Context: an optimization exercise on an open-source flow, tuned for small area, a short achievable clock period and few clock cycles. The choices shown serve that exercise and are no tape-out recipe. In this exercise RTL edits were held to simulation tests only and were not proved equivalent to the original. Power figures rest on the tool's default switching activity, not on a simulated workload.

==> flow/design.v (excerpt) <==
module peak_interval_rate_estimator #(
    parameter int DEPTH = pire_pkg::DEPTH_DEFAULT
) (
    input  logic                           clk,
    input  logic                           rst_n,
    input  logic                           start,
    output logic                           busy,
    input  logic [10:0]                    cmd,
    output logic [20:0]                    result,
    output logic                           result_valid,
    input  logic                           cfg_valid,
    output logic                           cfg_ready,
    input  logic [pire_pkg::SPACING_W-1:0] cfg_data
);
    localparam int AW   = pire_pkg::AW;
    localparam int W    = pire_pkg::SAMPLE_W;
    localparam int GB   = pire_pkg::GRP_B;
    localparam int NG   = pire_pkg::NGRP;
    localparam int CAP  = 2;
    localparam int CNTW = 2;
    logic            cr_v;
    logic [10:0]     cr_cmd;
    logic            busy_reg;
    logic            cr_push, cr_eval, eval_go;
    logic            full_next;
    logic [CNTW-1:0] cnt, cnt_next;   
    logic                        clr;
    logic [AW-1:0]               wpos;
    logic [NG-1:1]               wq_v;
    logic [NG-1:1][AW-1:0]       wq_a;
    logic [NG-1:1][W-1:0]        wq_d;
    logic [NG-1:0]               r_we;
    logic [NG-1:0][AW-1:0]       r_wa;
    logic [W-1:0]                r_wd;
    logic [DEPTH-1:0][W-1:0]     ring;
    logic [NG:1]                 sv;
    logic [NG:2][DEPTH-1:0]      sm;
  ...
For scale: about 4100 cells after synthesis, about 47 I/O pins.
==> module peak_interval_rate_estimator, before the edit <==
module peak_interval_rate_estimator #(
    parameter int DEPTH = pire_pkg::DEPTH_DEFAULT
) (
    input  logic                           clk,
    input  logic                           rst_n,
    input  logic                           start,
    output logic                           busy,
    input  logic [10:0]                    cmd,
    output logic [20:0]                    result,
    output logic                           result_valid,
    input  logic                           cfg_valid,
    output logic                           cfg_ready,
    input  logic [pire_pkg::SPACING_W-1:0] cfg_data
);
    localparam int AW   = pire_pkg::AW;
    localparam int W    = pire_pkg::SAMPLE_W;
    localparam int GB   = pire_pkg::GRP_B;
    localparam int NG   = pire_pkg::NGRP;
    localparam int CAP  = 2;
    localparam int CNTW = 2;
    logic            cr_v;
    logic [10:0]     cr_cmd;
    logic            busy_reg;
    logic            cr_push, cr_eval, eval_go;
    logic            full_next;
    logic [CNTW-1:0] cnt, cnt_next;   
    logic                        clr;
    logic [AW-1:0]               wpos;
    logic [NG-1:1]               wq_v;
    logic [NG-1:1][AW-1:0]       wq_a;
    logic [NG-1:1][W-1:0]        wq_d;
    logic [NG-1:0]               r_we;
    logic [NG-1:0][AW-1:0]       r_wa;
    logic [W-1:0]                r_wd;
    logic [DEPTH-1:0][W-1:0]     ring;
    logic [NG:1]                 sv;
    logic [NG:2][DEPTH-1:0]      sm;
    logic [NG:1]                 sa, sp;
    logic [NG:0][DEPTH-1:0]      s_eff;
    logic [NG-1:0]               s_a, s_p;
    logic             p_v;
    logic [DEPTH-1:0] hm;
    logic             w_act;
    logic [DEPTH-1:0] w_m;
    logic [AW-1:0]    w_head, w_pick;
    logic             w_empty, w_done, w_load;
    logic [DEPTH-1:0] w_below, h_below;
    logic             e_v;
    logic [AW-1:0]    e_idx;
    logic [pire_pkg::SPACING_W-1:0] spacing_reg;
    assign cfg_ready = 1'b1;
    assign busy      = busy_reg;
    assign cr_push   = cr_v && !cr_cmd[10];
    assign cr_eval   = cr_v && cr_cmd[10];
    assign eval_go   = cr_eval && !busy_reg;
    assign cnt_next  = cnt + CNTW'(eval_go) - CNTW'(w_done);
    assign full_next = (cnt[1] && !(w_done && !eval_go))
                    || (cnt[0] && eval_go && !w_done);
    always_ff @(posedge clk or negedge rst_n)
    begin
        if (!rst_n)
        begin
            cr_v     <= 1'b0;
            busy_reg <= 1'b0;
            cnt      <= '0;
        end
        else
        begin
            cnt      <= cnt_next;
            if (!busy_reg)
            begin
                cr_v     <= start;
                busy_reg <= start && cmd[10] && full_next;
            end
            else
            begin
                busy_reg <= full_next;
            end
        end
    end
    always_ff @(posedge clk)
    begin
        if (!busy_reg)
            cr_cmd <= cmd;
    end
    always_comb
    begin
        r_we[NG-1]              = cr_push;
        r_wa[NG-1]              = wpos;
        r_wd[(NG-1)*GB +: GB]   = cr_cmd[(NG-1)*GB +: GB];
        for (int g = 1; g < NG; g++)
        begin
            r_we[NG-1-g]            = wq_v[g];
            r_wa[NG-1-g]            = wq_a[g];
            r_wd[(NG-1-g)*GB +: GB] = wq_d[g][(NG-1-g)*GB +: GB];
        end
    end
    always_ff @(posedge clk or negedge rst_n)
    begin
        if (!rst_n)
        begin
            clr  <= 1'b1;
            wpos <= '0;
            wq_v <= '0;
        end
        else
        begin
            clr     <= 1'b0;
            wq_v[1] <= cr_push;
            for (int g = 2; g < NG; g++)
                wq_v[g] <= wq_v[g-1];
            if (cr_push)
                wpos <= wpos + AW'(1);
        end
    end
    always_ff @(posedge clk)
    begin
        wq_a[1] <= wpos;
        wq_d[1] <= cr_cmd[W-1:0];
        for (int g = 2; g < NG; g++)
        begin
            wq_a[g] <= wq_a[g-1];
            wq_d[g] <= wq_d[g-1];
        end
    end
    pire_ram #(
        .WIDTH (W),
        .DEPTH (DEPTH),
        .GB    (GB)
    ) u_store (
        .clk   (clk),
        .clr   (clr),
        .we    (r_we),
        .waddr (r_wa),
        .wdata (r_wd),
        .q     (ring)
    );
    always_comb
    begin
        for (int g = 0; g <= NG; g++)
        begin
            logic [DEPTH-1:0] c, hi, lo;
            logic a, b, d;
            c = '1;
            if (g > 0)
            begin
                for (int s = 0; s < DEPTH; s++)
                begin
                    hi[s] = ring[s][W-1-(g-1)*GB];
                    lo[s] = ring[s][W-2-(g-1)*GB];
                end
                c = (g == 1) ? '1 : sm[g];
                c = c & (hi | {DEPTH{!sa[g]}}) & (lo | {DEPTH{!sp[g]}});
            end
            s_eff[g] = c;
            if (g < NG)
            begin
                for (int s = 0; s < DEPTH; s++)
                begin
                    hi[s] = ring[s][W-1-g*GB];
                    lo[s] = ring[s][W-2-g*GB];
                end
                a = |(c & hi);
                b = |(c & hi & lo);
                d = |(c & lo);
                s_a[g] = a;
                s_p[g] = a ? b : d;
            end
        end
    end
    always_ff @(posedge clk or negedge rst_n)
    begin
        if (!rst_n)
            sv <= '0;
        else
        begin
            sv[1] <= eval_go;
            for (int g = 2; g <= NG; g++)
                sv[g] <= sv[g-1];
        end
    end
    always_ff @(posedge clk)
    begin
        for (int g = 1; g <= NG; g++)
        begin
            sa[g] <= s_a[g-1];
            sp[g] <= s_p[g-1];
        end
        for (int g = 2; g <= NG; g++)
            sm[g] <= s_eff[g-1];
        if (sv[NG])
            hm <= s_eff[NG];
    end
    assign w_empty = (w_m == '0);
    assign w_load  = p_v && w_empty;
    assign w_done  = w_act && w_empty;
    assign w_below = pire_pkg::below_or(w_m);
    assign w_pick  = pire_pkg::onehot_idx(w_m & ~w_below);
    assign h_below = pire_pkg::below_or(hm);
    always_ff @(posedge clk or negedge rst_n)
    begin
        if (!rst_n)
        begin
            p_v     <= 1'b0;
            w_m     <= '0;
            w_act   <= 1'b0;
            e_v     <= 1'b0;
        end
        else
        begin
            p_v <= sv[NG] || (p_v && !w_load);
            if (w_load)
                w_act <= 1'b1;
            else if (w_done)
                w_act <= 1'b0;
            w_m     <= (hm & h_below & {DEPTH{w_load}}) | (w_m & w_below);
            e_v     <= !w_empty;
        end
    end
    always_ff @(posedge clk)
    begin
        if (w_load)
            w_head <= pire_pkg::onehot_idx(hm & ~h_below);
        e_idx <= w_pick;
    end
    always_ff @(posedge clk or negedge rst_n)
    begin
        if (!rst_n)
            spacing_reg <= pire_pkg::SPACING_RESET;
        else if (cfg_valid)
            spacing_reg <= cfg_data;
    end
    pire_rate_unit u_rate (
        .clk          (clk),
        .rst_n        (rst_n),
        .vld          (e_v),
        .idx          (e_idx),
        .head         (w_head),
        .last         (w_empty),
        .spacing      (spacing_reg),
        .result       (result),
        .result_valid (result_valid)
    );
endmodule
Settings: LEC_CHECK=0, CAP_MARGIN=20, CORE_MARGIN=2, CORE_UTILIZATION=40, SETUP_SLACK_MARGIN=2.6, SLEW_MARGIN=20; clock period 5.5 ns.
run.sh (not shown) runs the stock make flow with config.mk's settings and CLKGATE_MAP_FILE= SYNTH_SCRIPT=/design/flow/synth_recipe.tcl, a recipe that flattens the netlist after the stock synthesis.
Testbench counts at the start, summed over its fixed seeds: cycles 8,109.
Rerun with:
--- a/flow/design.v
+++ b/flow/design.v
@@ -183,9 +183,8 @@
     localparam int CAP  = 2;
     localparam int CNTW = 2;
-    logic            cr_v;
-    logic [10:0]     cr_cmd;
-    logic            busy_reg;
-    logic            cr_push, cr_eval, eval_go;
-    logic            full_next;
+    logic            take, take_push, take_eval;
+    logic            park, busy_reg;
+    logic            eval_go;
+    logic            park_next, full_next;
     logic [CNTW-1:0] cnt, cnt_next;   
     logic                        clr;
@@ -215,7 +214,9 @@
     assign cfg_ready = 1'b1;
     assign busy      = busy_reg;
-    assign cr_push   = cr_v && !cr_cmd[10];
-    assign cr_eval   = cr_v && cr_cmd[10];
-    assign eval_go   = cr_eval && !busy_reg;
+    assign take      = start && !busy_reg;
+    assign take_push = take && !cmd[10];
+    assign take_eval = take && cmd[10];
+    assign eval_go   = !cnt[1] && (park || take_eval);
+    assign park_next = (park && cnt[1]) || (take_eval && (park || cnt[1]));
     assign cnt_next  = cnt + CNTW'(eval_go) - CNTW'(w_done);
     assign full_next = (cnt[1] && !(w_done && !eval_go))
@@ -225,6 +226,6 @@
         if (!rst_n)
         begin
-            cr_v     <= 1'b0;
-            busy_reg <= 1'b0;
+            park     <= 1'b0;
+            busy_reg <= 1'b1;
             cnt      <= '0;
         end
@@ -232,25 +233,13 @@
         begin
             cnt      <= cnt_next;
-            if (!busy_reg)
-            begin
-                cr_v     <= start;
-                busy_reg <= start && cmd[10] && full_next;
-            end
-            else
-            begin
-                busy_reg <= full_next;
-            end
+            park     <= park_next;
+            busy_reg <= park_next;
         end
     end
-    always_ff @(posedge clk)
-    begin
-        if (!busy_reg)
-            cr_cmd <= cmd;
-    end
     always_comb
     begin
-        r_we[NG-1]              = cr_push;
+        r_we[NG-1]              = take_push;
         r_wa[NG-1]              = wpos;
-        r_wd[(NG-1)*GB +: GB]   = cr_cmd[(NG-1)*GB +: GB];
+        r_wd[(NG-1)*GB +: GB]   = cmd[(NG-1)*GB +: GB];
         for (int g = 1; g < NG; g++)
         begin
@@ -271,8 +260,8 @@
         begin
             clr     <= 1'b0;
-            wq_v[1] <= cr_push;
+            wq_v[1] <= take_push;
             for (int g = 2; g < NG; g++)
                 wq_v[g] <= wq_v[g-1];
-            if (cr_push)
+            if (take_push)
                 wpos <= wpos + AW'(1);
         end
@@ -281,5 +270,5 @@
     begin
         wq_a[1] <= wpos;
-        wq_d[1] <= cr_cmd[W-1:0];
+        wq_d[1] <= cmd[W-1:0];
         for (int g = 2; g < NG; g++)
         begin
After rerunning: The changed run produced a clean layout; clock-buffer cell count increases by 9; design area came out lower by 0.42%; non-clock buffer count came out higher by 26; first-iteration DRC count grows by 13%; setup slack barely changes; power shrinks by 12%; area after synthesis falls by 0.73%; utilization is about the same.
Testbench counts after the change, summed over its fixed seeds: cycles 8,034.

-- static timing again, ports no longer ideal --
The flow's constraints put no driver on any port. The routed layouts listed below were extracted and timed again, unchanged, in two steps.
Step 1 (the two cells are an assumption about what drives the block):
set clk [get_ports {clk}]
set_driving_cell -lib_cell sky130_fd_sc_hd__clkbuf_16 $clk
set_driving_cell -lib_cell sky130_fd_sc_hd__buf_2 [delete_from_list [all_inputs] $clk]
Step 2 times the ports against the registers' clock, not the clock port: input delays grow and output delays shrink by t, the midpoint of the rising clock arrivals with the driver on.
Three values: ideal ports, drivers, drivers and shift; two values: the first two.
run	t, ns	slack for setup (ns)	hold WS [ns]
the first run	0.839	2.616 / 2.616 / 2.616	0.324 / 0.324 / 0.324
the second run	0.836	2.614 / 2.614 / 2.049	0.324 / 0.321 / 0.324
After both steps setup and hold are still met in every run listed. For the second run, which loses most, drivers alone change the setup slack by 0.000 ns; drivers and shift together by -0.565 ns.
